Source: an optimization exercise on an open RTL-to-GDS flow (aim: small area and a short achievable clock period). Production flows keep margins and buffers that such runs may drop.
Where RTL was checked, it was by simulation tests only, not by an equivalence proof against the original.
Function not checked in runs 3 to 6: the RTL went through the layout flow alone.
Power is estimated from default activity; no workload was simulated.

**flow/run.sh**
```bash
#!/bin/bash
# synth_recipe.tcl (not shown) runs the flow's synth.tcl, then flattens the netlist and writes it again
# the make line also repeats each setting of config.mk as NAME=value (left out here)
make -C /OpenROAD-flow-scripts/flow DESIGN_CONFIG=/design/flow/config.mk WORK_HOME=/design/flow/orfs CLKGATE_MAP_FILE= SYNTH_SCRIPT=/design/flow/synth_recipe.tcl finish
```
**flow/config.mk**
```make
export PLATFORM = sky130hd
export DESIGN_NAME = sid_synth_top
export DESIGN_NICKNAME = sid_synth_top
export VERILOG_FILES = /design/flow/design.v
export SDC_FILE = /design/flow/constraint.sdc
export NUM_CORES = 4
export LEC_CHECK = 0
export CAP_MARGIN = 20
export CORE_MARGIN = 2
export CORE_UTILIZATION = 40
export SLEW_MARGIN = 20
```
**flow/constraint.sdc**
```tcl
create_clock -name core_clock -period 7.0 [get_ports {clk}]
set_input_delay 1.4000 -clock core_clock [delete_from_list [all_inputs] [get_ports {clk}]]
set_output_delay 1.4000 -clock core_clock [all_outputs]
set_load 0.01 [all_outputs]
```
**flow/design.v**
```verilog
`default_nettype none
package synth_pkg;
    localparam int REG_W = 8;
    function automatic logic [8:0] add8(input logic [7:0] a, input logic [7:0] b,
                                        input logic ci);
        logic [8:0] s;
        logic       c;
        c = ci;
        for (int i = 0; i < 8; i++) begin
            s[i] = a[i] ^ b[i] ^ c;
            c    = (a[i] & b[i]) | (c & (a[i] ^ b[i]));
        end
        s[8] = c;
        add8 = s;
    endfunction
    function automatic logic [8:0] inc8(input logic [7:0] a, input logic ci);
        logic [8:0] s;
        logic       c;
        c = ci;
        for (int i = 0; i < 8; i++) begin
            s[i] = a[i] ^ c;
            c    = a[i] & c;
        end
        s[8] = c;
        inc8 = s;
    endfunction
endpackage
`default_nettype wire
`timescale 1ns/1ps
`default_nettype none
module spi_voice_regs #(
    parameter int NUM_VOICES = 4
) (
    input  wire logic                         clk,
    input  wire logic                         rst_n,
    input  wire logic                         spi_clk,
    input  wire logic                         spi_cs_n,
    input  wire logic                         spi_mosi,
    input  wire logic                         hold_all,
    input  wire logic                         hold_fg,
    output logic [NUM_VOICES-1:0][15:0]       freq,
    output logic [NUM_VOICES-1:0][15:0]       freq_n,
    output logic [NUM_VOICES-1:0][7:0]        pw,
    output logic [NUM_VOICES-1:0][7:0]        pw_n,
    output logic [NUM_VOICES-1:0][7:0]        attack,
    output logic [NUM_VOICES-1:0][7:0]        sustain,
    output logic [NUM_VOICES-1:0][3:0]        wave,      
    output logic [NUM_VOICES-1:0][3:0]        wave_n
);
    logic sclk_s1, sclk_s2, cs_n_s1, mosi_s1;
    always_ff @(posedge clk or negedge rst_n) begin
        if (!rst_n) begin
            sclk_s1 <= 1'b0;
            sclk_s2 <= 1'b0;
            cs_n_s1 <= 1'b1;
            mosi_s1 <= 1'b0;
        end else begin
            sclk_s1 <= spi_clk;
            sclk_s2 <= sclk_s1;
            cs_n_s1 <= spi_cs_n;
            mosi_s1 <= spi_mosi;
        end
    end
    logic       sclk_rise;
    logic [3:0] bit_cnt;
    logic [4:0] hdr;        
    logic [7:0] dat;        
    logic       frame_done;
    assign sclk_rise  = sclk_s1 & ~sclk_s2;
    assign frame_done = ~cs_n_s1 & sclk_rise & (bit_cnt == 4'd15);
    always_ff @(posedge clk or negedge rst_n) begin
        if (!rst_n) begin
            bit_cnt <= '0;
        end else if (cs_n_s1) begin
            bit_cnt <= '0;
        end else if (sclk_rise) begin
            bit_cnt <= bit_cnt + 4'd1;
        end
    end
    always_ff @(posedge clk) begin
        if (sclk_rise && bit_cnt < 4'd5) hdr <= {hdr[3:0], mosi_s1};
        if (sclk_rise) dat <= {dat[6:0], mosi_s1};
    end
    logic       is_fg;      
    logic       pend_all, pend_fg;
    logic       late;
    logic       wr_now, wr_fg;
    logic [7:0] wr_data;
    assign is_fg = (hdr[4:3] == 2'b00);
    always_ff @(posedge clk or negedge rst_n) begin
        if (!rst_n) begin
            pend_all <= 1'b0;
            pend_fg  <= 1'b0;
        end else begin
            pend_all <= frame_done & hold_all;
            pend_fg  <= frame_done & hold_fg & is_fg;
        end
    end
    assign late    = pend_all | pend_fg;
    assign wr_now  = (frame_done & ~hold_all) | pend_all;
    assign wr_fg   = (frame_done & ~hold_all & ~hold_fg) | late;
    assign wr_data = late ? dat : {dat[6:0], mosi_s1};
    always_comb begin
        freq_n = freq;
        pw_n   = pw;
        wave_n = wave;
        for (int v = 0; v < NUM_VOICES; v++) begin
            if (hdr[1:0] == 2'(v)) begin
                case (hdr[4:2])
                    3'd0: if (wr_fg)  freq_n[v][7:0]  = wr_data;
                    3'd1: if (wr_fg)  freq_n[v][15:8] = wr_data;
                    3'd2: if (wr_now) pw_n[v]         = wr_data;
                    3'd6: if (wr_now) wave_n[v] = {wr_data[6], wr_data[5], wr_data[4], wr_data[0]};
                    default: ;
                endcase
            end
        end
    end
    always_ff @(posedge clk or negedge rst_n) begin
        if (!rst_n) begin
            freq    <= '0;
            pw      <= '0;
            attack  <= '0;
            sustain <= '0;
            wave    <= '0;
        end else begin
            freq <= freq_n;
            pw   <= pw_n;
            wave <= wave_n;
            if (wr_now) begin
                for (int v = 0; v < NUM_VOICES; v++) begin
                    if (hdr[1:0] == 2'(v)) begin
                        if (hdr[4:2] == 3'd4) attack[v]  <= wr_data;
                        if (hdr[4:2] == 3'd5) sustain[v] <= wr_data;
                    end
                end
            end
        end
    end
endmodule
`default_nettype wire
`timescale 1ns/1ps
`default_nettype none
module sid_voice (
    input  wire logic        clk,
    input  wire logic        rst_n,
    input  wire logic        is254,
    input  wire logic        step_en,
    input  wire logic        at_tick,
    input  wire logic        pass2,
    input  wire logic [15:0] freq,
    input  wire logic [15:0] freq_n,
    input  wire logic [7:0]  pw_n,
    input  wire logic [7:0]  attack,
    input  wire logic [7:0]  sustain,
    input  wire logic [3:0]  wave,
    input  wire logic [3:0]  wave_n,
    output logic      [7:0]  m
);
    localparam logic [2:0] S_IDLE = 3'd0, S_ATK = 3'd1, S_DEC = 3'd2,
                           S_SUS = 3'd3, S_REL = 3'd4;
    logic [15:0] acc;    
    logic [7:0]  p;      
    logic        c8;     
    logic        c16;    
    logic [16:0] acc_sum_n;
    logic [8:0]  lo_sum, hi_sum, p_inc;
    logic [7:0]  p_step;
    assign acc_sum_n = {1'b0, acc} + {1'b0, freq_n};
    assign lo_sum    = synth_pkg::add8(acc[7:0], freq[7:0] & {8{step_en}}, 1'b0);
    assign hi_sum    = synth_pkg::add8(acc[15:8], freq[15:8] & {8{at_tick}}, c8);
    assign p_inc     = synth_pkg::inc8(p, 1'b1);
    assign p_step    = c16 ? p_inc[7:0] : p;
    always_ff @(posedge clk or negedge rst_n) begin
        if (!rst_n) begin
            acc <= '0;
            p   <= '0;
            c8  <= 1'b0;
            c16 <= 1'b0;
        end else begin
            c16        <= acc_sum_n[16] & is254;
            c8         <= lo_sum[8] & step_en;
            acc[7:0]   <= lo_sum[7:0];
            acc[15:8]  <= hi_sum[7:0];
            p          <= p_step;
        end
    end
    logic [7:0] env;
    logic [2:0] st;
    logic       gate;
    logic [2:0] gst, nst;
    logic [7:0] nenv, opb, sus_lvl;
    logic [3:0] nib;
    logic [8:0] esum, dec_floor;
    logic       is_atk, is_dec, is_rel, dec_le;
    assign gate    = wave[0];
    assign sus_lvl = {sustain[3:0], sustain[3:0]};
    always_comb begin
        gst = st;
        if (gate && (st == S_IDLE || st == S_REL)) gst = S_ATK;
        else if (!gate && (st == S_ATK || st == S_DEC || st == S_SUS)) gst = S_REL;
    end
    assign is_atk = (gst == S_ATK);
    assign is_dec = (gst == S_DEC);
    assign is_rel = (gst == S_REL);
    assign nib  = is_dec ? attack[7:4] : sustain[7:4];
    assign opb  = is_atk ? {4'b0000, attack[3:0]} : {4'b1111, ~nib};
    assign esum = {1'b0, env} + {1'b0, opb} + 9'(is_atk);
    assign dec_floor = {1'b0, sus_lvl} + 9'(attack[7:4]) + 9'd1;
    assign dec_le    = {1'b0, env} <= dec_floor;
    always_comb begin
        nst  = gst;
        nenv = env;
        if (is_atk) begin
            if (esum[8] || esum[7:0] == 8'hFF) begin
                nenv = 8'hFF;
                nst  = S_DEC;
            end else begin
                nenv = esum[7:0];
            end
        end else if (is_dec) begin
            if (dec_le) begin
                nenv = sus_lvl;
                nst  = S_SUS;
            end else begin
                nenv = esum[7:0];
            end
        end else if (is_rel) begin
            if (!esum[8] || esum[7:0] == 8'h00) begin
                nenv = 8'h00;
                nst  = S_IDLE;
            end else begin
                nenv = esum[7:0];
            end
        end
    end
    always_ff @(posedge clk or negedge rst_n) begin
        if (!rst_n) begin
            env <= '0;
            st  <= S_IDLE;
        end else if (step_en) begin
            env <= nenv;
            st  <= nst;
        end
    end
    logic [7:0] tri_v, w_n;
    logic       lt0, lt1, pul_ok, any_sel;
    logic [3:0] w_lo, w_hi;    
    assign tri_v   = {p_step[6:0], 1'b0} ^ {8{p_step[7]}};
    assign lt0     = p < pw_n;
    assign lt1     = p_inc[7:0] < pw_n;
    assign pul_ok  = c16 ? lt1 : lt0;
    assign any_sel = wave_n[1] | wave_n[2] | wave_n[3];
    assign w_n = (wave_n[2] ? p_step : 8'hFF) & (wave_n[1] ? tri_v : 8'hFF) &
                 {8{any_sel & (~wave_n[3] | pul_ok)}};
    logic [11:0] o0, o1, o2, o3, o4, s1, c1, s2, c2, s3, c3, part;
    assign o0 = 12'(m & {8{pass2}});
    assign o1 = 12'(env & {8{w_lo[0]}});
    assign o2 = 12'(env & {8{w_lo[1]}}) << 1;
    assign o3 = 12'(env & {8{w_lo[2]}}) << 2;
    assign o4 = 12'(env & {8{w_lo[3]}}) << 3;
    assign s1 = o0 ^ o1 ^ o2;
    assign c1 = ((o0 & o1) | (o0 & o2) | (o1 & o2)) << 1;
    assign s2 = s1 ^ c1 ^ o3;
    assign c2 = ((s1 & c1) | (s1 & o3) | (c1 & o3)) << 1;
    assign s3 = s2 ^ c2 ^ o4;
    assign c3 = ((s2 & c2) | (s2 & o4) | (c2 & o4)) << 1;
    assign part = s3 + c3;
    always_ff @(posedge clk) begin
        w_hi <= w_n[7:4];
        w_lo <= at_tick ? w_hi : w_n[3:0];
        m    <= part[11:4];
    end
endmodule
`default_nettype wire
`timescale 1ns/1ps
`default_nettype none
module voice_mixer #(
    parameter int NUM_VOICES = 4,
    parameter int MIX_W      = 10
) (
    input  wire logic                             clk,
    input  wire logic                             rst_n,
    input  wire logic [NUM_VOICES-1:0][7:0]       level,
    output logic                                  is254,
    output logic                                  step_en,
    output logic                                  at_tick,
    output logic                                  pass2,
    output logic      [MIX_W-1:0]                 sample,
    output logic                                  sample_valid
);
    logic [7:0] div_cnt;
    logic       seen;       
    logic       out_en;
    always_ff @(posedge clk or negedge rst_n) begin
        if (!rst_n) begin
            div_cnt <= '0;
            seen    <= 1'b0;
            is254   <= 1'b0;
            step_en <= 1'b0;
            at_tick <= 1'b0;
            pass2   <= 1'b0;
            out_en  <= 1'b0;
        end else begin
            div_cnt <= div_cnt + 8'd1;
            if (step_en) seen <= 1'b1;
            is254   <= (div_cnt == 8'd253);
            step_en <= is254;
            at_tick <= step_en;
            pass2   <= at_tick;
            out_en  <= pass2 & seen;
        end
    end
    logic [MIX_W-1:0] level_sum;
    always_comb begin
        level_sum = '0;
        for (int i = 0; i < NUM_VOICES; i++) level_sum = level_sum + MIX_W'(level[i]);
    end
    always_ff @(posedge clk or negedge rst_n) begin
        if (!rst_n) begin
            sample       <= '0;
            sample_valid <= 1'b0;
        end else begin
            sample_valid <= out_en;
            if (out_en) sample <= level_sum;
        end
    end
endmodule
`default_nettype wire
`timescale 1ns/1ps
`default_nettype none
module sid_synth_top #(
    parameter  int NUM_VOICES = 4,
    parameter  int SAMPLE_DIV = 256,
    localparam int MIX_W      = synth_pkg::REG_W + 2
) (
    input  wire logic             clk,
    input  wire logic             rst_n,
    input  wire logic             spi_clk,
    input  wire logic             spi_cs_n,
    input  wire logic             spi_mosi,
    output logic      [MIX_W-1:0] sample,
    output logic                  sample_valid
);
    logic [NUM_VOICES-1:0][15:0] freq, freq_n;
    logic [NUM_VOICES-1:0][7:0]  pw, pw_n, attack, sustain, level;
    logic [NUM_VOICES-1:0][3:0]  wave, wave_n;
    logic                        is254, step_en, at_tick, pass2;
    spi_voice_regs #(
        .NUM_VOICES (NUM_VOICES)
    ) u_regs (
        .clk      (clk),
        .rst_n    (rst_n),
        .spi_clk  (spi_clk),
        .spi_cs_n (spi_cs_n),
        .spi_mosi (spi_mosi),
        .hold_all (at_tick),
        .hold_fg  (step_en),
        .freq     (freq),
        .freq_n   (freq_n),
        .pw       (pw),
        .pw_n     (pw_n),
        .attack   (attack),
        .sustain  (sustain),
        .wave     (wave),
        .wave_n   (wave_n)
    );
    for (genvar v = 0; v < NUM_VOICES; v++) begin : g_voice
        sid_voice u_voice (
            .clk     (clk),
            .rst_n   (rst_n),
            .is254   (is254),
            .step_en (step_en),
            .at_tick (at_tick),
            .pass2   (pass2),
            .freq    (freq[v]),
            .freq_n  (freq_n[v]),
            .pw_n    (pw_n[v]),
            .attack  (attack[v]),
            .sustain (sustain[v]),
            .wave    (wave[v]),
            .wave_n  (wave_n[v]),
            .m       (level[v])
        );
    end
    voice_mixer #(
        .NUM_VOICES (NUM_VOICES),
        .MIX_W      (MIX_W)
    ) u_mixer (
        .clk          (clk),
        .rst_n        (rst_n),
        .level        (level),
        .is254        (is254),
        .step_en      (step_en),
        .at_tick      (at_tick),
        .pass2        (pass2),
        .sample       (sample),
        .sample_valid (sample_valid)
    );
endmodule
`default_nettype wire
```
==> results of run 1 <==
==> cell type report <==
cell class                      instances  area [µm²]
Clock buffer                           70        1420
Tap cell                              959        1200
Sequential cell                       436       10700
Fill cell                            6902       40300
Timing Repair Buffer                   40         368
Multi-Input combinational cell       2198       17300
Inverter                              289        1080
Clock inverter                         24         372
==> state kept, by name, indices dropped and copies added (netlist names), 4 cells and up <==
name and count:
g_voice.u_voice.env 32, g_voice.u_voice.c16 4, u_regs.attack 32, u_regs.freq 64, u_regs.sustain 32, u_mixer.sample 10
u_mixer.div_cnt 8, g_voice.u_voice.m 32, g_voice.u_voice.p 32, g_voice.u_voice.acc 64, u_regs.bit_cnt 4, g_voice.u_voice.c8 4
u_regs.wave 16, g_voice.u_voice.st 12, g_voice.u_voice.w_lo 16, u_regs.dat 8, u_regs.hdr 5, u_regs.pw 32
g_voice.u_voice.w_hi 16
==> layer usage <==
layer,track usage,up-vias,wire (µm)
met5,0,-,0
met4,0.0502,0,1510
met3,0.0216,95,2100
met2,0.307,303,31000
met1,0.253,10100,31900
li1,-,10400,-
==> worst max-delay path, delay by kind of cell (launching register included) <==
kind / cells / cell delay [ns]
adder cells (fa/ha/maj): 1 / 0.32
buffers and inverters: 1 / 0.33
AND/OR/NAND/NOR: 2 / 1.25
flip-flops: 1 / 0.60
AO/OA/AOI/OAI: 8 / 2.17
==> stage by stage <==
step | util | setup slack (ns) | hold slack, ns | total power, µW
floorplan | - | 2.71 | 0.352 | 2600
global placement | 0.421 | 2.38 | 0.410 | 2680
detailed placement | 0.421 | 2.28 | 0.419 | 2680
CTS | 0.446 | 2.24 | 0.428 | 5540
global route | 0.446 | 1.86 | 0.457 | 5650
finish | 0.446 | 2.24 | 0.426 | 5460
==> power breakdown <==
part | internal (µW) | total, µW | switching (µW)
Sequential | 2530 | 2540 | 8.97
Clock | 1660 | 2830 | 1170
Combinational | 13.5 | 84.6 | 71.1
Total | 4210 | 5460 | 1250
==> logic make-up (layout without fill, tap and decap cells) <==
family | Yosys count | in the layout | synth area share
xor+xnor | 133 | 133 | 0.0398
simple gates | 907 | 907 | 0.152
mux | 64 | 64 | 0.0239
compound gates | 660 | 660 | 0.143
fa+ha+maj | 434 | 434 | 0.228
flops | 436 | 436 | 0.364
buf+inv | 375 | 423 | 0.0484
==> path summary, 6_finish.rpt <==
path,startpoint,to,depth (start not counted)
worst min register to register,g_voice[1].u_voice.w_hi[2],g_voice[1].u_voice.w_lo[2],2
min in group asynchronous,rst_n,u_regs.freq[5],1
worst max register to register,u_mixer.at_tick,g_voice[3].u_voice.w_lo[0],12
worst min-delay path,g_voice[1].u_voice.w_hi[2],g_voice[1].u_voice.w_lo[2],2
max in group asynchronous,rst_n,u_mixer.at_tick,2
worst max-delay path,u_mixer.at_tick,g_voice[3].u_voice.w_lo[0],12
==> cell usage after synthesis (19+ instances only) <==
library cell,count,share of area
nor2_1,193,0.025
nand4_1,33,0.0071
clkbuf_1,80,0.010
a21o_1,54,0.014
a21oi_1,143,0.024
fa_1,166,0.11
o21a_1,19,0.0049
o31ai_1,20,0.0051
o22ai_1,29,0.0062
nor2b_1,31,0.0066
mux2i_1,21,0.0072
mux2_2,41,0.016
ha_1,268,0.11
xnor2_1,76,0.023
dfrtp_1,358,0.31
inv_1,287,0.037
nand2b_1,26,0.0056
and2_1,163,0.035
a31oi_1,29,0.0062
dfxtp_1,64,0.044
nor3_1,22,0.0038
nand2_1,320,0.041
nand3_1,41,0.0070
o21ai_0,204,0.035
xor2_1,57,0.017
==> impl_metrics.csv, run 1 <==
group,metric,value,unit
outcome,status,"no timing/DRC/antenna violations",
timing,rsz0062_at_grt,"no",
worst_setup_path,cp-start-kind,"flip-flop",
power_and_ir_drop,p_leak,0.0158,µW
final_layout,fin_area,32400,µm²
synthesis,synth.distinct_cells,87,
floorplanning,initial_core_util,0.403,
grt,grt_max_degree,148,
power_and_ir_drop,vdd_drop_max,0.191,mV
clocking,cts_tree,"built",
floorplanning,io_pins,16,
synthesis,synth_ff_type,"dfrtp_1",
timing,finalCritPeriodShare,0.680,
synthesis,syn_avg_cell_area,9.73,µm²
floorplanning,coreArea,72700,µm²
detailed_routing,drt-initial-drc-count,1327,
synthesis,syn_nets,3448,
grt,grt_first_pass_wirelength,112000,µm
final_layout,final_cell_mix,"dfrtp_1, nand2_1, inv_1",
synthesis,ys_seq_elements,436,
timing,setup_viol,0,
floorplanning,fp.dieW,275,µm
clocking,clock-root-buffer,"clkbuf_16",
detailed_routing,vias,20800,
floorplanning,die_area,75400,µm²
worst_setup_path,crit_path_cell_trace,"buf_4, o31ai_4, nand4_1, o21a_1, ha_1, a21o_1, a21oi_1, o21ai_0, or4b_2, a22oi_1, o31ai_2, o31ai_1",
floorplanning,die_y,275,µm
timing,maxSlewViolCount,0,
clocking,cts_buffer_depth,3,
timing,skew,0.0672,ns
grt,grt_pass1_vias,21100,
synthesis,async_reset_ff_frac,0.823,
placed_design,dp.cells,3922,
placed_design,place_area,30600,µm²
detailed_routing,drt_pre_antenna_iters,5,
synthesis,ys_seq_area_frac,0.364,
timing,finalHoldViolations,0,
timing,tns,0,ns
synthesis,ys_warn_count,3,
detailed_routing,ant_nets,0,
power_and_ir_drop,power_density,168,nW/µm²
placed_design,post-dp-hpwl,47800,µm
detailed_routing,wl_per_cell,16.6,µm
placed_design,place.port_buffers,15,
final_layout,nets,3456,
floorplanning,rows,99,
timing,period_minus_slack,4.76,ns
grt,grt_antenna_before_repair,0,
run,max-cap-violations,0,
worst_setup_path,crit_type,"flip-flop to flip-flop",
clocking,cts.hold.buffers_added,0,
clocking,postCtsResizedCells,0,
worst_setup_path,crit_arrival,5.28,ns
synthesis,synth-edff-count,13,
clocking,cts_buffers,52,
hold_path,hold_class,"flip-flop to flip-flop",
clocking,htreeDepth,2,
worst_setup_path,required,7.52,ns
worst_setup_path,cp_max_fo,26,
final_layout,drive_gt1_frac,0.0651,
placed_design,place_congestion,0.870,
worst_setup_path,cpPeakStageDelay,0.69,ns
timing,fmax,0.210,GHz
final_layout,diodes,0,
detailed_routing,totalWireLength,66500,µm
grt,grt_overflow,0,
final_layout,fin_cells,4016,
clocking,cts_sinks,436,
grt,grt_use_total,0.184,
synthesis,synth_area,29300,µm²
worst_setup_path,crit_path_end_kind,"flip-flop",
worst_setup_path,reg2reg_slack,2.24,ns
clocking,cts_setup_buffers,0,
timing,worst_slew_pin_slew,1.00,ns
worst_setup_path,slowest_stage,"o31ai_4",
clocking,clock_latency,0.66,ns
detailed_routing,viasPerCell,5.18,
synthesis,synthCells,3009,
clocking,path_clk_slew,0.06,ns
final_layout,layout_commonest_cell,"dfrtp_1",
detailed_routing,drc_errors,0,
final_layout,synthToLayoutAreaGrowth,10.7,%
timing,max_slew_margin,0.322,
==> inputs of run 2 (changes only) <==
--- a/flow/config.mk
+++ b/flow/config.mk
@@ -8,4 +8,5 @@
 export CAP_MARGIN = 20
 export CORE_MARGIN = 2
 export CORE_UTILIZATION = 40
+export SETUP_SLACK_MARGIN = 3.0
 export SLEW_MARGIN = 20
==> impl_metrics.csv, run 2 <==
group,metric,value,unit
power_and_ir_drop,p_sw,1180,µW
worst_setup_path,r2r_start,"u_mixer.pass2",
clocking,path_clk_slew,0.06,ns
synthesis,synth_top_family_by_area,"adder cells",
final_layout,layout_commonest_cell,"dfrtp_1",
timing,period_minus_slack,3.96,ns
hold_path,hold-path-cell-count,2,
synthesis,syn_avg_cell_area,9.73,µm²
floorplanning,fp.dieW,275,µm
timing,setup_viol,0,
outcome,status,"no timing/DRC/antenna violations",
timing,finalHoldViolations,0,
power_and_ir_drop,p_leak,0.0162,µW
clocking,cts.hold.buffers_added,0,
floorplanning,initial_core_util,0.403,
final_layout,top_regs,"g_voice.u_voice.acc x64, u_regs.freq x64",
worst_setup_path,reg2reg_to,"g_voice[1].u_voice.m[6]",
power_and_ir_drop,comb_power_share,0.016,
floorplanning,die_y,275,µm
power_and_ir_drop,seqPwrFrac,0.470,
clocking,htreeDepth,2,
timing,skew,0.0290,ns
timing,tns,0,ns
synthesis,synth_common_cells,"dfrtp_1, nand2_1, inv_1, ha_1, o21ai_0",
worst_setup_path,crit_type,"flip-flop to flip-flop",
detailed_routing,drc_errors,0,
worst_setup_path,reg2reg_depth,15,
power_and_ir_drop,p_sw_frac,0.219,
floorplanning,rows,99,
synthesis,ys_warn_count,3,
detailed_routing,drt_pre_antenna_iters,5,
grt,grt_overflow,0,
power_and_ir_drop,power_density,162,nW/µm²
floorplanning,io_pins,16,
detailed_routing,drt-initial-drc-count,1156,
floorplanning,coreArea,72700,µm²
grt,grt_max_degree,159,
placed_design,place.port_buffers,15,
synthesis,synth.distinct_cells,87,
power_and_ir_drop,p_clk_frac,0.514,
synthesis,synthAdderAreaFrac,0.228,
synthesis,synth-edff-count,13,
placed_design,place_congestion,0.850,
power_and_ir_drop,power.total,5400,µW
synthesis,synth_compound_area_frac,0.143,
synthesis,async_reset_ff_frac,0.823,
synthesis,muxShareOfSynthArea,0.0239,
detailed_routing,wl_per_cell,16.7,µm
timing,finalCritPeriodShare,0.566,
power_and_ir_drop,vdd_drop_max,0.139,mV
worst_setup_path,crit_path_end_kind,"flip-flop",
grt,grt_antenna_before_repair,1,
detailed_routing,viasPerCell,5.17,
synthesis,yosysMostFrequentCell,"dfrtp_1",
final_layout,final_cell_mix,"dfrtp_1, nand2_1, inv_1",
worst_setup_path,endpoint,"g_voice[1].u_voice.m[6]",
synthesis,yosys-top-cells-area,"dfrtp_1, ha_1, fa_1, dfxtp_1, nand2_1",
timing,maxSlewViolCount,0,
synthesis,ys_seq_elements,436,
timing,rsz0062_at_grt,"yes",
grt,grt_first_pass_wirelength,114000,µm
synthesis,synth_area,29300,µm²
synthesis,netlist.area_leader.share,0.306,
clocking,cts_sinks,436,
hold_path,hold_class,"flip-flop to flip-flop",
synthesis,synthCells,3009,
synthesis,synth_xor_xnor_area_share,0.0398,
worst_setup_path,cp-start-kind,"flip-flop",
final_layout,synthToLayoutAreaGrowth,14.2,%
final_layout,drive_gt1_frac,0.120,
worst_setup_path,reg2reg_slack,3.04,ns
synthesis,syn_nets,3448,
detailed_routing,totalWireLength,68200,µm
synthesis,synth_ff_type,"dfrtp_1",
floorplanning,die_area,75400,µm²
final_layout,nets,3521,
clocking,cts_buffers,52,
synthesis,yosys.area.top_type,"dfrtp_1",
run,max-cap-violations,0,
clocking,clock_latency,0.60,ns
power_and_ir_drop,intPower,4220,µW
clocking,cts_tree,"built",
placed_design,post-dp-hpwl,48300,µm
detailed_routing,ant_nets,0,
timing,fmax,0.252,GHz
worst_setup_path,crit_arrival,4.45,ns
grt,grt_use_total,0.188,
worst_setup_path,cp_max_fo,8,
clocking,clock-root-buffer,"clkbuf_16",
detailed_routing,vias,21100,
timing,worst_slew_pin_slew,1.07,ns
clocking,cts_buffer_depth,3,
worst_setup_path,required,7.48,ns
timing,max_slew_margin,0.284,
grt,grt_pass1_vias,21500,
worst_setup_path,crit_start,"u_mixer.pass2",
synthesis,synth-simple-area-share,0.152,
synthesis,ys_seq_area_frac,0.364,
-- run 2: changes by cell type in the layout (fill, tap and decap cells not counted), sizes merged --
cell	previous run	this run
buf	26	91
diode	0	1
clkbuf	70	80
inv	293	292
clkinv	12	6
bufinv	6	5
-- run 2: cell families (layout without fill, tap and decap cells) --
| kind of cell | after synthesis | count (layout) |
|---|---|---|
| simple gates | 907 | 907 |
| compound gates | 660 | 660 |
| flops | 436 | 436 |
| fa+ha+maj | 434 | 434 |
| buf+inv | 375 | 490 |
| xor+xnor | 133 | 133 |
| mux | 64 | 64 |
| other cells | 0 | 1 |
-- run 2: how the worst min path moves through the flow --
stage | start | end
2_1_floorplan | u_mixer.is254 | u_mixer.step_en
3_3_place_gp | g_voice[3].u_voice.w_hi[0] | g_voice[3].u_voice.w_lo[0]
3_5_place_dp | g_voice[0].u_voice.w_hi[3] | g_voice[0].u_voice.w_lo[3]
4_1_cts | g_voice[3].u_voice.w_hi[2] | g_voice[3].u_voice.w_lo[2]
5_1_grt | g_voice[1].u_voice.w_hi[2] | g_voice[1].u_voice.w_lo[2]
6_report | g_voice[3].u_voice.w_hi[2] | g_voice[3].u_voice.w_lo[2]
-- run 2: area by class of cell --
cell class,count,area (µm²)
Fill cell,6842,39300
Timing Repair Buffer,105,952
Inverter,289,1080
Clock buffer,80,1520
Antenna cell,1,2.50
Tap cell,959,1200
Clock inverter,16,233
Sequential cell,436,10700
Multi-Input combinational cell,2198,17800
-- run 2: timing repair --
item,4_1_cts,5_1_grt
setup buffers,40,26
setup endpoints to repair,94,93
resized for setup,64,83
pin swaps,26,28
-- run 2: metrics by stage --
step / cell area, µm² / setup slack [ns] / hold WS, ns / utilization / instances
floorplan: 29300 / 3.00 / 0.352 / - / 3009
global placement: 30700 / 2.41 / 0.412 / 0.422 / 3921
detailed placement: 30700 / 2.26 / 0.416 / 0.422 / 3921
finish: 33400 / 3.04 / 0.426 / 0.460 / 4084
global route: 33400 / 2.83 / 0.455 / 0.460 / 4083
CTS: 32900 / 2.92 / 0.432 / 0.453 / 4057
-- run 2: power by group through the flow --
| stage | clock, µW | sequential [µW] | combinational, µW |
|---|---|---|---|
| after detailed placement | 0 | 2590 | 89.6 |
| final | 2780 | 2540 | 87.8 |
| after global placement | 0 | 2590 | 89.5 |
| after CTS | 2850 | 2540 | 90.0 |
| after global routing | 2950 | 2540 | 99.3 |
| after floorplan | 0 | 2580 | 19.1 |
-- run 2: critical path: stages, from the launching register on --
cell	delay, ns
dfrtp_4	0.53
buf_12	0.17
buf_4	0.13
and2_1	0.14
fa_1	0.47
inv_1	0.05
fa_1	0.45
fa_1	0.53
inv_1	0.05
ha_1	0.28
a31o_2	0.20
a21o_1	0.18
a21oi_2	0.12
nor2b_1	0.07
o41a_1	0.32
xor2_1	0.15
-- run 2: per-layer routing --
| metal | GRT usage | vias up | wire length, µm |
|---|---|---|---|
| met1 | 0.256 | 10200 | 32200 |
| met4 | 0.0505 | 0 | 1740 |
| met2 | 0.317 | 288 | 32000 |
| li1 | - | 10500 | - |
| met3 | 0.0233 | 105 | 2320 |
| met5 | 0 | - | 0 |
==> inputs of run 3 (changes only) <==
--- a/flow/design.v
+++ b/flow/design.v
@@ -36,8 +36,7 @@
     input  wire logic                         spi_clk,
     input  wire logic                         spi_cs_n,
     input  wire logic                         spi_mosi,
-    input  wire logic                         hold_all,
-    input  wire logic                         hold_fg,
+    input  wire logic                         freq_busy,
     output logic [NUM_VOICES-1:0][15:0]       freq,
     output logic [NUM_VOICES-1:0][15:0]       freq_n,
     output logic [NUM_VOICES-1:0][7:0]        pw,
@@ -81,25 +80,18 @@
         if (sclk_rise && bit_cnt < 4'd5) hdr <= {hdr[3:0], mosi_s1};
         if (sclk_rise) dat <= {dat[6:0], mosi_s1};
     end
-    logic       is_fg;      
-    logic       pend_all, pend_fg;
-    logic       late;
-    logic       wr_now, wr_fg;
+    logic       is_f;       
+    logic       pend_f;     
+    logic       wr_now, wr_f;
     logic [7:0] wr_data;
-    assign is_fg = (hdr[4:3] == 2'b00);
+    assign is_f = (hdr[4:3] == 2'b00);
     always_ff @(posedge clk or negedge rst_n) begin
-        if (!rst_n) begin
-            pend_all <= 1'b0;
-            pend_fg  <= 1'b0;
-        end else begin
-            pend_all <= frame_done & hold_all;
-            pend_fg  <= frame_done & hold_fg & is_fg;
-        end
+        if (!rst_n) pend_f <= 1'b0;
+        else        pend_f <= (pend_f | (frame_done & is_f)) & freq_busy;
     end
-    assign late    = pend_all | pend_fg;
-    assign wr_now  = (frame_done & ~hold_all) | pend_all;
-    assign wr_fg   = (frame_done & ~hold_all & ~hold_fg) | late;
-    assign wr_data = late ? dat : {dat[6:0], mosi_s1};
+    assign wr_now  = frame_done;
+    assign wr_f    = (frame_done | pend_f) & ~freq_busy;
+    assign wr_data = pend_f ? dat : {dat[6:0], mosi_s1};
     always_comb begin
         freq_n = freq;
         pw_n   = pw;
@@ -107,8 +99,8 @@
         for (int v = 0; v < NUM_VOICES; v++) begin
             if (hdr[1:0] == 2'(v)) begin
                 case (hdr[4:2])
-                    3'd0: if (wr_fg)  freq_n[v][7:0]  = wr_data;
-                    3'd1: if (wr_fg)  freq_n[v][15:8] = wr_data;
+                    3'd0: if (wr_f)   freq_n[v][7:0]  = wr_data;
+                    3'd1: if (wr_f)   freq_n[v][15:8] = wr_data;
                     3'd2: if (wr_now) pw_n[v]         = wr_data;
                     3'd6: if (wr_now) wave_n[v] = {wr_data[6], wr_data[5], wr_data[4], wr_data[0]};
                     default: ;
@@ -161,28 +153,34 @@
                            S_SUS = 3'd3, S_REL = 3'd4;
     logic [15:0] acc;    
     logic [7:0]  p;      
-    logic        c8;     
+    logic        ca;     
+    logic        cb;     
     logic        c16;    
     logic [16:0] acc_sum_n;
-    logic [8:0]  lo_sum, hi_sum, p_inc;
+    logic [8:0]  sa, sb, sc;
+    logic [8:0]  p_inc;
     logic [7:0]  p_step;
     assign acc_sum_n = {1'b0, acc} + {1'b0, freq_n};
-    assign lo_sum    = synth_pkg::add8(acc[7:0], freq[7:0] & {8{step_en}}, 1'b0);
-    assign hi_sum    = synth_pkg::add8(acc[15:8], freq[15:8] & {8{at_tick}}, c8);
+    assign sa        = synth_pkg::add8({2'b0, acc[5:0]},   {2'b0, freq[5:0]   & {6{step_en}}}, 1'b0);
+    assign sb        = synth_pkg::add8({3'b0, acc[10:6]},  {3'b0, freq[10:6]  & {5{at_tick}}}, ca);
+    assign sc        = synth_pkg::add8({3'b0, acc[15:11]}, {3'b0, freq[15:11] & {5{pass2}}},   cb);
     assign p_inc     = synth_pkg::inc8(p, 1'b1);
     assign p_step    = c16 ? p_inc[7:0] : p;
     always_ff @(posedge clk or negedge rst_n) begin
         if (!rst_n) begin
             acc <= '0;
             p   <= '0;
-            c8  <= 1'b0;
+            ca  <= 1'b0;
+            cb  <= 1'b0;
             c16 <= 1'b0;
         end else begin
-            c16        <= acc_sum_n[16] & is254;
-            c8         <= lo_sum[8] & step_en;
-            acc[7:0]   <= lo_sum[7:0];
-            acc[15:8]  <= hi_sum[7:0];
-            p          <= p_step;
+            c16         <= acc_sum_n[16] & is254;
+            ca          <= sa[6] & step_en;
+            cb          <= sb[5] & at_tick;
+            acc[5:0]    <= sa[5:0];
+            acc[10:6]   <= sb[4:0];
+            acc[15:11]  <= sc[4:0];
+            p           <= p_step;
         end
     end
     logic [7:0] env;
@@ -193,23 +191,25 @@
     logic [3:0] nib;
     logic [8:0] esum, dec_floor;
     logic       is_atk, is_dec, is_rel, dec_le;
-    assign gate    = wave[0];
+    assign gate    = wave_n[0];
     assign sus_lvl = {sustain[3:0], sustain[3:0]};
     always_comb begin
         gst = st;
         if (gate && (st == S_IDLE || st == S_REL)) gst = S_ATK;
         else if (!gate && (st == S_ATK || st == S_DEC || st == S_SUS)) gst = S_REL;
     end
-    assign is_atk = (gst == S_ATK);
-    assign is_dec = (gst == S_DEC);
-    assign is_rel = (gst == S_REL);
+    always_ff @(posedge clk) begin
+        is_atk <= (gst == S_ATK);
+        is_dec <= (gst == S_DEC);
+        is_rel <= (gst == S_REL);
+    end
     assign nib  = is_dec ? attack[7:4] : sustain[7:4];
     assign opb  = is_atk ? {4'b0000, attack[3:0]} : {4'b1111, ~nib};
     assign esum = {1'b0, env} + {1'b0, opb} + 9'(is_atk);
     assign dec_floor = {1'b0, sus_lvl} + 9'(attack[7:4]) + 9'd1;
     assign dec_le    = {1'b0, env} <= dec_floor;
     always_comb begin
-        nst  = gst;
+        nst  = st;
         nenv = env;
         if (is_atk) begin
             if (esum[8] || esum[7:0] == 8'hFF) begin
@@ -217,6 +217,7 @@
                 nst  = S_DEC;
             end else begin
                 nenv = esum[7:0];
+                nst  = S_ATK;
             end
         end else if (is_dec) begin
             if (dec_le) begin
@@ -224,6 +225,7 @@
                 nst  = S_SUS;
             end else begin
                 nenv = esum[7:0];
+                nst  = S_DEC;
             end
         end else if (is_rel) begin
             if (!esum[8] || esum[7:0] == 8'h00) begin
@@ -231,6 +233,7 @@
                 nst  = S_IDLE;
             end else begin
                 nenv = esum[7:0];
+                nst  = S_REL;
             end
         end
     end
@@ -254,7 +257,7 @@
     assign w_n = (wave_n[2] ? p_step : 8'hFF) & (wave_n[1] ? tri_v : 8'hFF) &
                  {8{any_sel & (~wave_n[3] | pul_ok)}};
     logic [11:0] o0, o1, o2, o3, o4, s1, c1, s2, c2, s3, c3, part;
-    assign o0 = 12'(m & {8{pass2}});
+    assign o0 = 12'(m);
     assign o1 = 12'(env & {8{w_lo[0]}});
     assign o2 = 12'(env & {8{w_lo[1]}}) << 1;
     assign o3 = 12'(env & {8{w_lo[2]}}) << 2;
@@ -269,7 +272,7 @@
     always_ff @(posedge clk) begin
         w_hi <= w_n[7:4];
         w_lo <= at_tick ? w_hi : w_n[3:0];
-        m    <= part[11:4];
+        m    <= part[11:4] & {8{~step_en}};
     end
 endmodule
 `default_nettype wire
@@ -286,12 +289,14 @@
     output logic                                  step_en,
     output logic                                  at_tick,
     output logic                                  pass2,
+    output logic                                  freq_busy,
     output logic      [MIX_W-1:0]                 sample,
     output logic                                  sample_valid
 );
     logic [7:0] div_cnt;
     logic       seen;       
     logic       out_en;
+    assign freq_busy = step_en | at_tick;
     always_ff @(posedge clk or negedge rst_n) begin
         if (!rst_n) begin
             div_cnt <= '0;
@@ -345,7 +350,7 @@
     logic [NUM_VOICES-1:0][15:0] freq, freq_n;
     logic [NUM_VOICES-1:0][7:0]  pw, pw_n, attack, sustain, level;
     logic [NUM_VOICES-1:0][3:0]  wave, wave_n;
-    logic                        is254, step_en, at_tick, pass2;
+    logic                        is254, step_en, at_tick, pass2, freq_busy;
     spi_voice_regs #(
         .NUM_VOICES (NUM_VOICES)
     ) u_regs (
@@ -354,8 +359,7 @@
         .spi_clk  (spi_clk),
         .spi_cs_n (spi_cs_n),
         .spi_mosi (spi_mosi),
-        .hold_all (at_tick),
-        .hold_fg  (step_en),
+        .freq_busy(freq_busy),
         .freq     (freq),
         .freq_n   (freq_n),
         .pw       (pw),
@@ -394,6 +398,7 @@
         .step_en      (step_en),
         .at_tick      (at_tick),
         .pass2        (pass2),
+        .freq_busy    (freq_busy),
         .sample       (sample),
         .sample_valid (sample_valid)
     );
==> impl_metrics.csv, run 3 <==
group,metric,value,unit
timing,skew,0.0137,ns
floorplanning,fp.dieW,278,µm
synthesis,synthCells,3064,
power_and_ir_drop,vdd_drop_max,0.163,mV
power_and_ir_drop,p_clk_frac,0.520,
final_layout,top_regs,"g_voice.u_voice.acc x64, u_regs.freq x64",
clocking,cts_buffer_depth,3,
synthesis,synth_xor_xnor_area_share,0.0383,
detailed_routing,wl_per_cell,16.8,µm
final_layout,fin_cells,4096,
synthesis,yosys.area.top_type,"dfrtp_1",
synthesis,yosys-top-cells-area,"dfrtp_1, ha_1, fa_1, dfxtp_1, nor2_1",
worst_setup_path,crit_path_end_kind,"flip-flop",
synthesis,ys_seq_elements,451,
timing,fmax,0.259,GHz
clocking,path_clk_slew,0.06,ns
final_layout,fill_cells,7131,
synthesis,synth_area,30000,µm²
synthesis,synth.distinct_cells,95,
clocking,cts_sinks,451,
synthesis,synth-simple-area-share,0.144,
hold_path,hold_class,"flip-flop to flip-flop",
timing,finalHoldViolations,0,
detailed_routing,vias,21300,
power_and_ir_drop,power_density,169,nW/µm²
timing,worst_slew_pin_slew,1.05,ns
run,max-cap-violations,0,
placed_design,place_area,31200,µm²
placed_design,dp.cells,3968,
power_and_ir_drop,intPower,4410,µW
grt,grt_first_pass_wirelength,113000,µm
outcome,status,"no timing/DRC/antenna violations",
detailed_routing,drt-initial-drc-count,1275,
synthesis,netlist.area_leader.share,0.302,
clocking,cts_tree,"built",
final_layout,synthToLayoutAreaGrowth,11.8,%
grt,grt_antenna_before_repair,0,
synthesis,yosysMostFrequentCell,"dfrtp_1",
worst_setup_path,cp-start-kind,"flip-flop",
timing,rsz0062_at_grt,"yes",
grt,grt_pass1_vias,21000,
synthesis,synth_common_cells,"dfrtp_1, nor2_1, inv_1, ha_1, a21oi_1",
final_layout,layout_commonest_cell,"dfrtp_1",
synthesis,syn_avg_cell_area,9.78,µm²
clocking,clock_latency,0.61,ns
timing,max_slew_margin,0.300,
worst_setup_path,crit_type,"flip-flop to flip-flop",
grt,grt_overflow,0,
floorplanning,rows,100,
synthesis,synth_ff_type,"dfrtp_1",
floorplanning,die_y,278,µm
grt,grt_max_degree,161,
worst_setup_path,crit_arrival,4.32,ns
final_layout,diodes,0,
final_layout,fin_util,0.451,
placed_design,place_congestion,0.841,
final_layout,nets,3523,
synthesis,ys_warn_count,3,
worst_setup_path,cp_max_fo,7,
floorplanning,io_pins,16,
synthesis,muxShareOfSynthArea,0.0297,
timing,finalCritPeriodShare,0.551,
synthesis,async_reset_ff_frac,0.803,
floorplanning,coreArea,74300,µm²
detailed_routing,totalWireLength,68700,µm
timing,period_minus_slack,3.86,ns
clocking,cts_buffers,51,
synthesis,synth_top_family_by_area,"adder cells",
synthesis,syn_nets,3503,
detailed_routing,drc_errors,0,
detailed_routing,drt_pre_antenna_iters,5,
timing,tns,0,ns
timing,setup_viol,0,
synthesis,synthAdderAreaFrac,0.223,
floorplanning,initial_core_util,0.403,
placed_design,place.port_buffers,15,
final_layout,final_cell_mix,"dfrtp_1, nor2_1, inv_1",
clocking,htreeDepth,2,
power_and_ir_drop,comb_power_share,0.015,
synthesis,ys_seq_area_frac,0.366,
synthesis,synth_compound_area_frac,0.146,
power_and_ir_drop,p_sw,1240,µW
worst_setup_path,required,7.46,ns
clocking,cts.hold.buffers_added,0,
floorplanning,die_area,77100,µm²
final_layout,fin_area,33500,µm²
power_and_ir_drop,power.total,5650,µW
placed_design,post-dp-hpwl,49300,µm
detailed_routing,viasPerCell,5.21,
synthesis,synth-edff-count,13,
timing,maxSlewViolCount,0,
power_and_ir_drop,p_leak,0.0166,µW
grt,grt_use_total,0.181,
power_and_ir_drop,seqPwrFrac,0.464,
final_layout,drive_gt1_frac,0.0937,
clocking,clock-root-buffer,"clkbuf_16",
power_and_ir_drop,p_sw_frac,0.219,
detailed_routing,ant_nets,0,
-- run 3: cell count changes after synthesis, moves of 13 or more --
cell | previous run | this run
nand2_1 | 320 | 204
and2_1 | 163 | 119
a32o_1 | 1 | 18
a21o_1 | 54 | 92
a21oi_1 | 143 | 229
o22ai_1 | 29 | 15
nand2b_1 | 26 | 13
a31oi_1 | 29 | 14
inv_1 | 287 | 309
a211oi_1 | 8 | 29
nor2_1 | 193 | 315
o21ai_0 | 204 | 95
nor4b_1 | 3 | 19
nor3_1 | 22 | 36
-- run 3: critical path, cell delays in order (launching register included) --
cell and delay, ns:
dfrtp_2 0.45, and2_1 0.19, fa_1 0.50, inv_1 0.05
fa_1 0.46, fa_1 0.50, nor4bb_1 0.06, and3_1 0.21
fa_2 0.41, a21o_1 0.20, a21oi_2 0.17, o21bai_1 0.09
a21oi_2 0.16, o21bai_1 0.08, a21oi_1 0.16, nor2_1 0.05
-- run 3: what timing repair did --
action,4_1_cts,5_1_grt
endpoints found under the setup margin,25,53
resized for setup,12,45
pin swaps,0,13
buffers inserted,0,32
-- run 3: logic make-up after synthesis --
kind of cell,count (synthesis)
AOI/OAI and AO/OA,670
xor gates and xnor gates,131
adders and majority gates,434
buffers and inverters,418
DFF,451
muxes,82
and+or+nand+nor,878
-- run 3: area by class of cell --
| cell class | count | area [µm²] | area share |
|---|---|---|---|
| inverter | 315 | 1190 | 0.0354 |
| timing repair buffer | 70 | 593 | 0.0177 |
| sequential | 451 | 11000 | 0.329 |
| clock inverter | 25 | 374 | 0.0112 |
| multi-input combinational | 2195 | 17600 | 0.526 |
| clock buffer | 71 | 1480 | 0.0443 |
| tap | 969 | 1210 | 0.0362 |
-- run 3: layer usage --
layer,track usage,wire length [µm],share of wire,vias up
met5,0,0,0,-
met4,0.0438,1290,0.019,0
met3,0.0197,2140,0.031,82
met2,0.294,31600,0.46,309
met1,0.259,33600,0.49,10400
li1,-,-,-,10600
-- run 3: power groups by stage --
stage,clock network (µW),logic [µW],registers (µW)
2_1_floorplan,0,20.1,2670
3_3_place_gp,0,90.8,2670
3_5_place_dp,0,91.2,2670
4_1_cts,3020,91.2,2620
5_1_grt,3120,98.6,2620
6_report,2940,86.9,2620
-- run 3: final timing paths --
kind | cells past startpoint | to | startpoint | slack, ns
max in group asynchronous | 2 | g_voice[3].u_voice.env[4] | rst_n | 4.76
min | 1 | g_voice[2].u_voice.w_lo[3] | g_voice[2].u_voice.w_hi[3] | 0.44
max | 15 | g_voice[3].u_voice.m[7] | g_voice[3].u_voice.env[2] | 3.14
max reg2reg | 15 | g_voice[3].u_voice.m[7] | g_voice[3].u_voice.env[2] | 3.14
min reg2reg | 1 | g_voice[2].u_voice.w_lo[3] | g_voice[2].u_voice.w_hi[3] | 0.44
min in group asynchronous | 1 | u_mixer.sample[8] | rst_n | 0.76
-- run 3: through the flow --
step	hold slack, ns	worst slack (ns)
3_3_place_gp	0.422	2.75
4_1_cts	0.438	3.00
3_5_place_dp	0.424	2.77
6_report	0.443	3.14
2_1_floorplan	0.352	3.24
5_1_grt	0.461	2.97
==> inputs of run 4 (changes only) <==
--- a/flow/config.mk
+++ b/flow/config.mk
@@ -8,5 +8,5 @@
 export CAP_MARGIN = 20
 export CORE_MARGIN = 2
 export CORE_UTILIZATION = 40
-export SETUP_SLACK_MARGIN = 3.0
+export SETUP_SLACK_MARGIN = 3.5
 export SLEW_MARGIN = 20
==> impl_metrics.csv, run 4 <==
group,metric,value,unit
outcome,status,"no timing/DRC/antenna violations",
floorplanning,coreArea,74300,µm²
final_layout,top_regs,"g_voice.u_voice.acc x64, u_regs.freq x64",
timing,rsz0062_at_grt,"yes",
timing,skew,0.0135,ns
grt,grt_first_pass_wirelength,115000,µm
synthesis,async_reset_ff_frac,0.803,
timing,worst_slew_pin_slew,1.09,ns
grt,grt_use_total,0.183,
detailed_routing,drt-initial-drc-count,1178,
worst_setup_path,crit_arrival,4.19,ns
timing,finalCritPeriodShare,0.530,
clocking,clock-root-buffer,"clkbuf_16",
worst_setup_path,cp_max_fo,3,
worst_setup_path,cp-start-kind,"flip-flop",
synthesis,synth.distinct_cells,95,
detailed_routing,vias,21900,
detailed_routing,wl_met3,2390,µm
power_and_ir_drop,power_density,158,nW/µm²
synthesis,syn_avg_cell_area,9.78,µm²
placed_design,place_area,31300,µm²
placed_design,dpl_worst_slack,2.67,ns
detailed_routing,ant_nets,0,
timing,finalHoldViolations,0,
detailed_routing,totalWireLength,70400,µm
timing,fmax,0.269,GHz
detailed_routing,drt_pre_antenna_iters,5,
synthesis,synthCells,3064,
detailed_routing,wl_per_cell,16.8,µm
final_layout,drive_gt1_frac,0.160,
final_layout,final_cell_mix,"dfrtp_1, nor2_1, inv_1",
final_layout,diodes,0,
timing,timing.final.ws_setup,3.29,ns
synthesis,ys_warn_count,3,
final_layout,synthToLayoutAreaGrowth,16.2,%
synthesis,yosys.area.top_type,"dfrtp_1",
floorplanning,die_y,278,µm
worst_setup_path,required,7.48,ns
detailed_routing,m1WireLength,33400,µm
synthesis,syn_nets,3503,
worst_setup_path,crit_path_end_kind,"flip-flop",
grt,grt_antenna_before_repair,0,
power_and_ir_drop,vdd_drop_max,0.140,mV
placed_design,post-dp-hpwl,48500,µm
synthesis,yosys-top-cells-area,"dfrtp_1, ha_1, fa_1, dfxtp_1, nor2_1",
hold_path,hold_class,"flip-flop to flip-flop",
final_layout,fin_area,34800,µm²
clocking,cts_buffers,51,
power_and_ir_drop,p_leak,0.0172,µW
detailed_routing,drc_errors,0,
timing,setup_viol,0,
timing,tns,0,ns
floorplanning,die_area,77100,µm²
synthesis,ys_seq_area_frac,0.366,
clocking,htreeDepth,2,
synthesis,synth_ff_type,"dfrtp_1",
detailed_routing,viasPerCell,5.24,
synthesis,ys_seq_elements,451,
final_layout,fin_util,0.469,
final_layout,nets,3613,
clocking,cts_sinks,451,
grt,grt_max_degree,160,
grt,grt_pass1_vias,21800,
clocking,path_clk_slew,0.06,ns
floorplanning,rows,100,
synthesis,synth-edff-count,13,
synthesis,synth_common_cells,"dfrtp_1, nor2_1, inv_1, ha_1, a21oi_1",
timing,maxSlewViolCount,0,
synthesis,synth_area,30000,µm²
grt,grt_overflow,0,
worst_setup_path,crit_type,"flip-flop to flip-flop",
floorplanning,initial_core_util,0.403,
clocking,cts_buffer_depth,3,
detailed_routing,top_layer_used,"met4",
timing,period_minus_slack,3.71,ns
floorplanning,fp.dieW,278,µm
synthesis,yosysMostFrequentCell,"dfrtp_1",
run,max-cap-violations,0,
worst_setup_path,reg2reg_slack,3.29,ns
placed_design,place_congestion,0.874,
floorplanning,io_pins,16,
placed_design,place.port_buffers,15,
synthesis,netlist.area_leader.share,0.302,
timing,max_slew_margin,0.270,
clocking,cts_tree,"built",
detailed_routing,wl_met2,33200,µm
clocking,clock_latency,0.61,ns
final_layout,layout_commonest_cell,"dfrtp_1",
run 4: worst max-delay path, stage by stage (launching register included):
cell	delay, ns
dfrtp_2	0.43
buf_4	0.14
and2_1	0.16
fa_1	0.37
inv_2	0.07
fa_1	0.43
fa_1	0.51
nor4bb_2	0.05
and3_1	0.19
fa_2	0.34
a21o_1	0.17
a21oi_2	0.16
o21bai_1	0.10
a21oi_2	0.18
o21bai_1	0.08
a21oi_1	0.14
nor2_1	0.05
run 4: final cells by class:
cell class	instances	area (µm²)
inverter	315	1190
sequential	451	11100
clock buffer	71	1450
multi-input combinational	2195	18300
timing repair buffer	160	1380
fill	7070	39500
clock inverter	24	277
tap	969	1210
run 4: what timing repair did:
action                                  CTS  global route
setup buffers                            62            59
hold buffers                              0             0
resized for setup                        98           129
hold endpoints to repair                  0             0
endpoints found under the setup margin   97           100
pin swaps                                35            77
run 4: routing by layer:
metal | track usage | vias up
li1 | - | 10800
met1 | 0.254 | 10700
met2 | 0.306 | 334
met3 | 0.0206 | 83
met4 | 0.0432 | 0
met5 | 0 | -
run 4: final timing paths:
| path | startpoint | to | cells past startpoint |
|---|---|---|---|
| hold / removal | g_voice[3].u_voice.w_hi[3] | g_voice[3].u_voice.w_lo[3] | 1 |
| setup / recovery | g_voice[2].u_voice.env[2] | g_voice[2].u_voice.m[7] | 16 |
| min in group asynchronous | rst_n | u_mixer.div_cnt[3] | 1 |
| setup reg to reg | g_voice[2].u_voice.env[2] | g_voice[2].u_voice.m[7] | 16 |
| max in group asynchronous | rst_n | g_voice[2].u_voice.env[1] | 2 |
| hold reg to reg | g_voice[3].u_voice.w_hi[3] | g_voice[3].u_voice.w_lo[3] | 1 |
run 4: metrics by stage:
step / power (µW) / hold slack, ns / cells
6_report: 5500 / 0.444 / 4185
5_1_grt: 5680 / 0.466 / 4185
4_1_cts: 5570 / 0.442 / 4126
3_5_place_dp: 2760 / 0.425 / 3969
3_3_place_gp: 2760 / 0.423 / 3969
2_1_floorplan: 2690 / 0.352 / 3064
run 4: power by group:
| group | total, µW | internal [µW] | switching (µW) |
|---|---|---|---|
| registers | 2620 | 2610 | 6.64 |
| logic | 94.5 | 17.4 | 77.2 |
| clock network | 2780 | 1640 | 1150 |
| total | 5500 | 4270 | 1230 |
run 4: cells by family (layout without fill, tap and decap cells):
family,count (synthesis),count (layout),share of synthesized area
compound gates,670,670,0.146
xor+xnor,131,131,0.0383
fa+ha+maj,434,434,0.223
buf+inv,418,570,0.0526
flops,451,451,0.366
mux,82,82,0.0296
simple gates,878,878,0.144
==> inputs of run 5 (changes only) <==
--- a/flow/config.mk
+++ b/flow/config.mk
@@ -8,5 +8,6 @@
 export CAP_MARGIN = 20
 export CORE_MARGIN = 2
 export CORE_UTILIZATION = 40
-export SETUP_SLACK_MARGIN = 3.5
+export CTS_BUF_LIST = sky130_fd_sc_hd__clkbuf_4 sky130_fd_sc_hd__clkbuf_8
+export SETUP_SLACK_MARGIN = 3.0
 export SLEW_MARGIN = 20
==> impl_metrics.csv, run 5 <==
group,metric,value,unit
outcome,status,"no timing/DRC/antenna violations",
clocking,cts_sinks,451,
worst_setup_path,r2r_start,"g_voice[3].u_voice.env[2]",
timing,finalHoldViolations,0,
timing,fmax,0.257,GHz
floorplanning,fp.dieW,278,µm
synthesis,synth_ff_type,"dfrtp_1",
worst_setup_path,required,7.52,ns
grt,grt_use_total,0.182,
grt,grt_pass1_vias,21300,
placed_design,dp.cells,3968,
clocking,clock_latency,0.67,ns
synthesis,synth_common_cells,"dfrtp_1, nor2_1, inv_1, ha_1, a21oi_1",
final_layout,drive_gt1_frac,0.110,
floorplanning,coreArea,74300,µm²
clocking,cts_buffer_depth,3,
power_and_ir_drop,p_sw,1240,µW
synthesis,ys_seq_area_frac,0.366,
floorplanning,die_area,77100,µm²
clocking,htreeDepth,3,
timing,skew,0.0343,ns
detailed_routing,totalWireLength,68800,µm
timing,maxSlewViolCount,0,
worst_setup_path,cp_max_fo,7,
final_layout,fill_cells,7151,
grt,grt_overflow,0,
worst_setup_path,crit_arrival,4.42,ns
hold_path,hold_class,"flip-flop to flip-flop",
synthesis,syn_nets,3503,
final_layout,final_cell_mix,"dfrtp_1, nor2_1, inv_1",
clocking,cts_buffers,81,
placed_design,place_congestion,0.841,
clocking,cts_tree,"built",
power_and_ir_drop,p_leak,0.0167,µW
synthesis,ys_warn_count,3,
final_layout,top_regs,"g_voice.u_voice.acc x64, u_regs.freq x64",
hold_path,min_from,"g_voice[2].u_voice.w_hi[3]",
synthesis,synthCells,3064,
synthesis,yosys.area.top_type,"dfrtp_1",
worst_setup_path,reg2reg_slack,3.10,ns
grt,grt_max_degree,161,
power_and_ir_drop,comb_power_share,0.015,
final_layout,nets,3552,
timing,finalCritPeriodShare,0.557,
grt,grt_antenna_before_repair,1,
timing,setup_viol,0,
clocking,cts.hold.buffers_added,0,
worst_setup_path,cp-start-kind,"flip-flop",
worst_setup_path,crit_type,"flip-flop to flip-flop",
final_layout,layout_commonest_cell,"dfrtp_1",
floorplanning,die_y,278,µm
synthesis,synth-edff-count,13,
detailed_routing,drc_errors,0,
run,max-cap-violations,0,
worst_setup_path,crit_path_end_kind,"flip-flop",
hold_path,hold-path-cell-count,1,
synthesis,yosys-top-cells-area,"dfrtp_1, ha_1, fa_1, dfxtp_1, nor2_1",
detailed_routing,viasPerCell,5.16,
power_and_ir_drop,power_density,167,nW/µm²
timing,worst_slew_pin_slew,1.06,ns
detailed_routing,ant_nets,0,
timing,max_slew_margin,0.289,
timing,period_minus_slack,3.90,ns
detailed_routing,vias,21400,
power_and_ir_drop,intPower,4360,µW
power_and_ir_drop,vdd_drop_max,0.145,mV
power_and_ir_drop,seqPwrFrac,0.469,
clocking,path_clk_slew,0.06,ns
synthesis,netlist.area_leader.share,0.302,
floorplanning,io_pins,16,
worst_setup_path,reg2reg_to,"g_voice[3].u_voice.m[7]",
final_layout,fin_cells,4152,
floorplanning,initial_core_util,0.403,
clocking,clock-root-buffer,"clkbuf_8",
final_layout,synthToLayoutAreaGrowth,12.0,%
detailed_routing,drt-initial-drc-count,1371,
final_layout,fin_util,0.451,
synthesis,yosysMostFrequentCell,"dfrtp_1",
detailed_routing,wl_per_cell,16.6,µm
placed_design,place.port_buffers,15,
synthesis,synth.distinct_cells,95,
power_and_ir_drop,p_sw_frac,0.222,
detailed_routing,drt_pre_antenna_iters,6,
timing,tns,0,ns
grt,grt_first_pass_wirelength,114000,µm
power_and_ir_drop,p_clk_frac,0.516,
placed_design,post-dp-hpwl,49300,µm
synthesis,async_reset_ff_frac,0.803,
synthesis,syn_avg_cell_area,9.78,µm²
synthesis,synth_area,30000,µm²
synthesis,ys_seq_elements,451,
timing,rsz0062_at_grt,"yes",
hold_path,hold_end,"g_voice[2].u_voice.w_lo[3]",
floorplanning,rows,100,
worst_setup_path,reg2reg_depth,15,
[run 5: cell types whose count changed in the layout (fill, tap and decap cells not counted), sizes merged]
cell / previous run / this run
clkinvlp: 6 / 3
clkbuf: 71 / 134
diode: 0 / 2
inv: 315 / 316
clkinv: 13 / 8
buf: 146 / 55
[run 5: cell type report]
| class | instances | area (µm²) | area share |
|---|---|---|---|
| clock inverters | 17 | 236 | 0.00705 |
| diodes | 2 | 5.00 | 0.000149 |
| flip-flops and latches | 451 | 11000 | 0.328 |
| well taps | 969 | 1210 | 0.0361 |
| repair buffers | 69 | 586 | 0.0175 |
| inverters | 315 | 1190 | 0.0354 |
| clock buffers | 134 | 1700 | 0.0507 |
| multi-input cells | 2195 | 17600 | 0.525 |
[run 5: cells by family (layout without fill, tap and decap cells)]
kind of cell | after synthesis | in the layout | synth area share
and+or+nand+nor | 878 | 878 | 0.144
AOI/OAI and AO/OA | 670 | 670 | 0.146
DFF | 451 | 451 | 0.366
adders and majority gates | 434 | 434 | 0.223
buffers and inverters | 418 | 535 | 0.0526
xor gates and xnor gates | 131 | 131 | 0.0383
muxes | 82 | 82 | 0.0296
other | 0 | 2 | 0
[run 5: worst max path at each step]
stage | start | end | slack, ns | cells after the start
floorplan | g_voice[2].u_voice.env[2] | g_voice[2].u_voice.m[7] | 3.24 | 15
global placement | g_voice[3].u_voice.is_dec | g_voice[3].u_voice.env[0] | 2.75 | 12
detailed placement | g_voice[3].u_voice.is_dec | g_voice[3].u_voice.env[0] | 2.77 | 12
CTS | g_voice[0].u_voice.env[4] | g_voice[0].u_voice.m[6] | 3.01 | 13
global route | g_voice[3].u_voice.env[2] | g_voice[3].u_voice.m[7] | 2.93 | 15
finish | g_voice[3].u_voice.env[2] | g_voice[3].u_voice.m[7] | 3.10 | 15
[run 5: routing by layer]
| layer | part of all wire | vias up | GRT usage |
|---|---|---|---|
| met2 | 0.46 | 283 | 0.294 |
| li1 | - | 10600 | - |
| met4 | 0.018 | 0 | 0.0442 |
| met3 | 0.031 | 91 | 0.0275 |
| met5 | 0 | - | 0 |
| met1 | 0.49 | 10400 | 0.257 |
[run 5: stage by stage]
step | hold slack, ns | power [µW] | worst slack, ns | area [µm²]
floorplan | 0.352 | 2690 | 3.24 | 30000
finish | 0.434 | 5600 | 3.10 | 33500
detailed placement | 0.424 | 2760 | 2.77 | 31200
CTS | 0.434 | 5690 | 3.01 | 33200
global route | 0.459 | 5820 | 2.93 | 33500
global placement | 0.422 | 2760 | 2.75 | 31200
[run 5: worst max-delay path, stage by stage, from the launching register on]
cell and delay [ns]:
dfrtp_2 0.45, and2_1 0.19, fa_1 0.50, inv_1 0.05, fa_1 0.47, fa_1 0.50, nor4bb_1 0.06, and3_1 0.20
fa_1 0.45, a21o_1 0.20, a21oi_2 0.17, o21bai_1 0.10, a21oi_2 0.17, o21bai_1 0.08, a21oi_1 0.16, nor2_1 0.05
[run 5: power groups by stage]
stage / combinational, µW / clock (µW) / sequential (µW)
floorplan: 20.1 / 0 / 2670
global placement: 90.8 / 0 / 2670
detailed placement: 91.2 / 0 / 2670
CTS: 91.2 / 2980 / 2620
global route: 98.5 / 3100 / 2620
finish: 86.8 / 2890 / 2620
[run 5: repair_timing]
action                     4_1_cts  5_1_grt
setup buffers                    0       31
resized for setup               10       43
cloned                           0        0
setup endpoints to repair       32       53
pin swaps                        1       10
==> inputs of run 6 (changes only) <==
--- a/flow/config.mk
+++ b/flow/config.mk
@@ -8,6 +8,6 @@
 export CAP_MARGIN = 20
 export CORE_MARGIN = 2
 export CORE_UTILIZATION = 40
-export CTS_BUF_LIST = sky130_fd_sc_hd__clkbuf_4 sky130_fd_sc_hd__clkbuf_8
+export CTS_BUF_LIST = sky130_fd_sc_hd__clkbuf_2 sky130_fd_sc_hd__clkbuf_4
 export SETUP_SLACK_MARGIN = 3.0
 export SLEW_MARGIN = 20
==> impl_metrics.csv, run 6 <==
group,metric,value,unit
grt,grt_use_total,0.186,
hold_path,hold_class,"input port to asynchronous set/reset pin",
synthesis,ys_seq_area_frac,0.366,
detailed_routing,drc_errors,0,
floorplanning,initial_core_util,0.403,
grt,grt_max_degree,161,
floorplanning,die_y,278,µm
synthesis,yosys.area.top_type,"dfrtp_1",
outcome,status,"no timing/DRC/antenna violations",
grt,grt_pass1_vias,21800,
clocking,clock_latency,0.99,ns
power_and_ir_drop,p_leak,0.0167,µW
worst_setup_path,cp_max_fo,7,
synthesis,yosysMostFrequentCell,"dfrtp_1",
worst_setup_path,cpPeakStageDelay,0.50,ns
placed_design,post-dp-hpwl,49300,µm
clocking,clock-root-buffer,"clkbuf_4",
worst_setup_path,required,7.85,ns
placed_design,dpl_worst_slack,2.77,ns
power_and_ir_drop,intPower,4000,µW
placed_design,place.port_buffers,15,
timing,finalHoldViolations,0,
worst_setup_path,worst-path-buf-inv,1,
power_and_ir_drop,power_density,158,nW/µm²
worst_setup_path,r2r_start,"g_voice[3].u_voice.env[2]",
timing,maxSlewViolCount,0,
clocking,cts.hold.buffers_added,0,
synthesis,ys_seq_elements,451,
synthesis,muxShareOfSynthArea,0.0297,
floorplanning,fp.dieW,278,µm
synthesis,syn_nets,3503,
clocking,cts_buffer_depth,3,
final_layout,final_cell_mix,"dfrtp_1, nor2_1, inv_1",
synthesis,yosys-top-cells-area,"dfrtp_1, ha_1, fa_1, dfxtp_1, nor2_1",
clocking,cts_sinks,451,
detailed_routing,viasPerCell,5.13,
worst_setup_path,cpMostUsedCell,"fa_1",
detailed_routing,vias,21800,
worst_setup_path,crit_path_end_kind,"flip-flop",
placed_design,place_congestion,0.841,
grt,grt_first_pass_wirelength,115000,µm
power_and_ir_drop,vdd_drop_max,0.109,mV
power_and_ir_drop,p_sw,1280,µW
final_layout,layout_commonest_cell,"dfrtp_1",
clocking,path_clk_slew,0.07,ns
floorplanning,io_pins,16,
timing,worst_slew_pin_slew,1.05,ns
synthesis,synth.distinct_cells,95,
worst_setup_path,crit_arrival,4.74,ns
floorplanning,die_area,77100,µm²
detailed_routing,wl_per_cell,16.4,µm
timing,period_minus_slack,3.89,ns
detailed_routing,totalWireLength,69500,µm
worst_setup_path,slowest_stage,"fa_1",
final_layout,fill_cells,7213,
timing,skew,0.0510,ns
timing,timing.final.ws_setup,3.11,ns
synthesis,synth_xor_xnor_area_share,0.0383,
detailed_routing,drt-initial-drc-count,1261,
grt,grt_overflow,0,
detailed_routing,drt_pre_antenna_iters,5,
floorplanning,coreArea,74300,µm²
synthesis,synth-edff-count,13,
final_layout,nets,3603,
synthesis,synth_ff_type,"dfrtp_1",
power_and_ir_drop,comb_power_share,0.017,
synthesis,netlist.area_leader.share,0.302,
synthesis,synth-simple-area-share,0.144,
run,max-cap-violations,0,
power_and_ir_drop,p_sw_frac,0.242,
timing,max_slew_margin,0.297,
[run 6: cell counts after synthesis]
No cell type changed its count.
[run 6: worst register-to-register path, stage by stage (launching register included)]
cell and delay (ns):
dfrtp_2 0.45, and2_1 0.19, fa_1 0.50, inv_1 0.05, fa_1 0.47, fa_1 0.50, nor4bb_1 0.06, and3_1 0.20
fa_1 0.45, a21o_1 0.20, a21oi_2 0.13, o21bai_1 0.09, a21oi_2 0.17, o21bai_1 0.08, a21oi_1 0.16, nor2_1 0.05
[run 6: kinds of logic after synthesis]
logic type,count (synthesis)
simple gates,878
xor+xnor,131
mux,82
flops,451
compound gates,670
fa+ha+maj,434
buf+inv,418
[run 6: cell type report]
cell class,instances,area [µm²],share of cell area
clock buffer,200,1500,0.0451
clock inverter,33,189,0.00567
antenna,6,15.0,0.000451
sequential,451,11000,0.330
multi-input combinational,2195,17600,0.529
timing repair buffer,69,586,0.0176
inverter,315,1190,0.0356
tap,969,1210,0.0364
[run 6: power by group through the flow]
stage | Sequential, µW | Clock [µW] | Combinational [µW]
final | 2620 | 2570 | 87.1
after global routing | 2620 | 2800 | 98.6
after CTS | 2620 | 2660 | 91.2
after detailed placement | 2670 | 0 | 91.2
after global placement | 2670 | 0 | 90.8
after floorplan | 2670 | 0 | 20.1
[run 6: path summary, 6_finish.rpt]
check | to | slack [ns] | cells after the start
max in group asynchronous | g_voice[3].u_voice.env[1] | 5.11 | 2
min reg2reg | u_regs.sclk_s2 | 0.42 | 0
min in group core_clock | u_regs.sclk_s2 | 0.42 | 0
max reg2reg | g_voice[3].u_voice.m[7] | 3.11 | 15
max | g_voice[3].u_voice.m[7] | 3.11 | 15
min | u_mixer.sample[8] | 0.37 | 1
[run 6: per-layer routing]
layer / wire [µm] / track usage
met5: 0 / 0
met3: 2640 / 0.0318
met4: 1580 / 0.0705
met2: 31800 / 0.292
met1: 33500 / 0.256
[run 6: metrics by stage]
stage / cell area, µm² / total power, µW / hold slack (ns) / instances / utilization
floorplan: 30000 / 2690 / 0.352 / 3064 / -
global placement: 31200 / 2760 / 0.422 / 3968 / 0.420
detailed placement: 31200 / 2760 / 0.424 / 3968 / 0.420
CTS: 33000 / 5370 / 0.351 / 4201 / 0.443
global route: 33300 / 5520 / 0.381 / 4237 / 0.448
finish: 33300 / 5280 / 0.374 / 4238 / 0.448
[run 6: repair_timing]
| action | in CTS | in global routing |
|---|---|---|
| resized for setup | 12 | 41 |
| endpoints found under the setup margin | 23 | 56 |
| setup buffers | 0 | 30 |
| pin swaps | 1 | 13 |

Re-timed with assumed drivers on the ports (clkbuf_16 on the clock, buf_2 on other inputs), run 6 has 3.111 ns of setup slack against 3.111 ns with ideal ports, and 3.111 ns once port delays also move by the mid clock arrival of 1.025 ns.
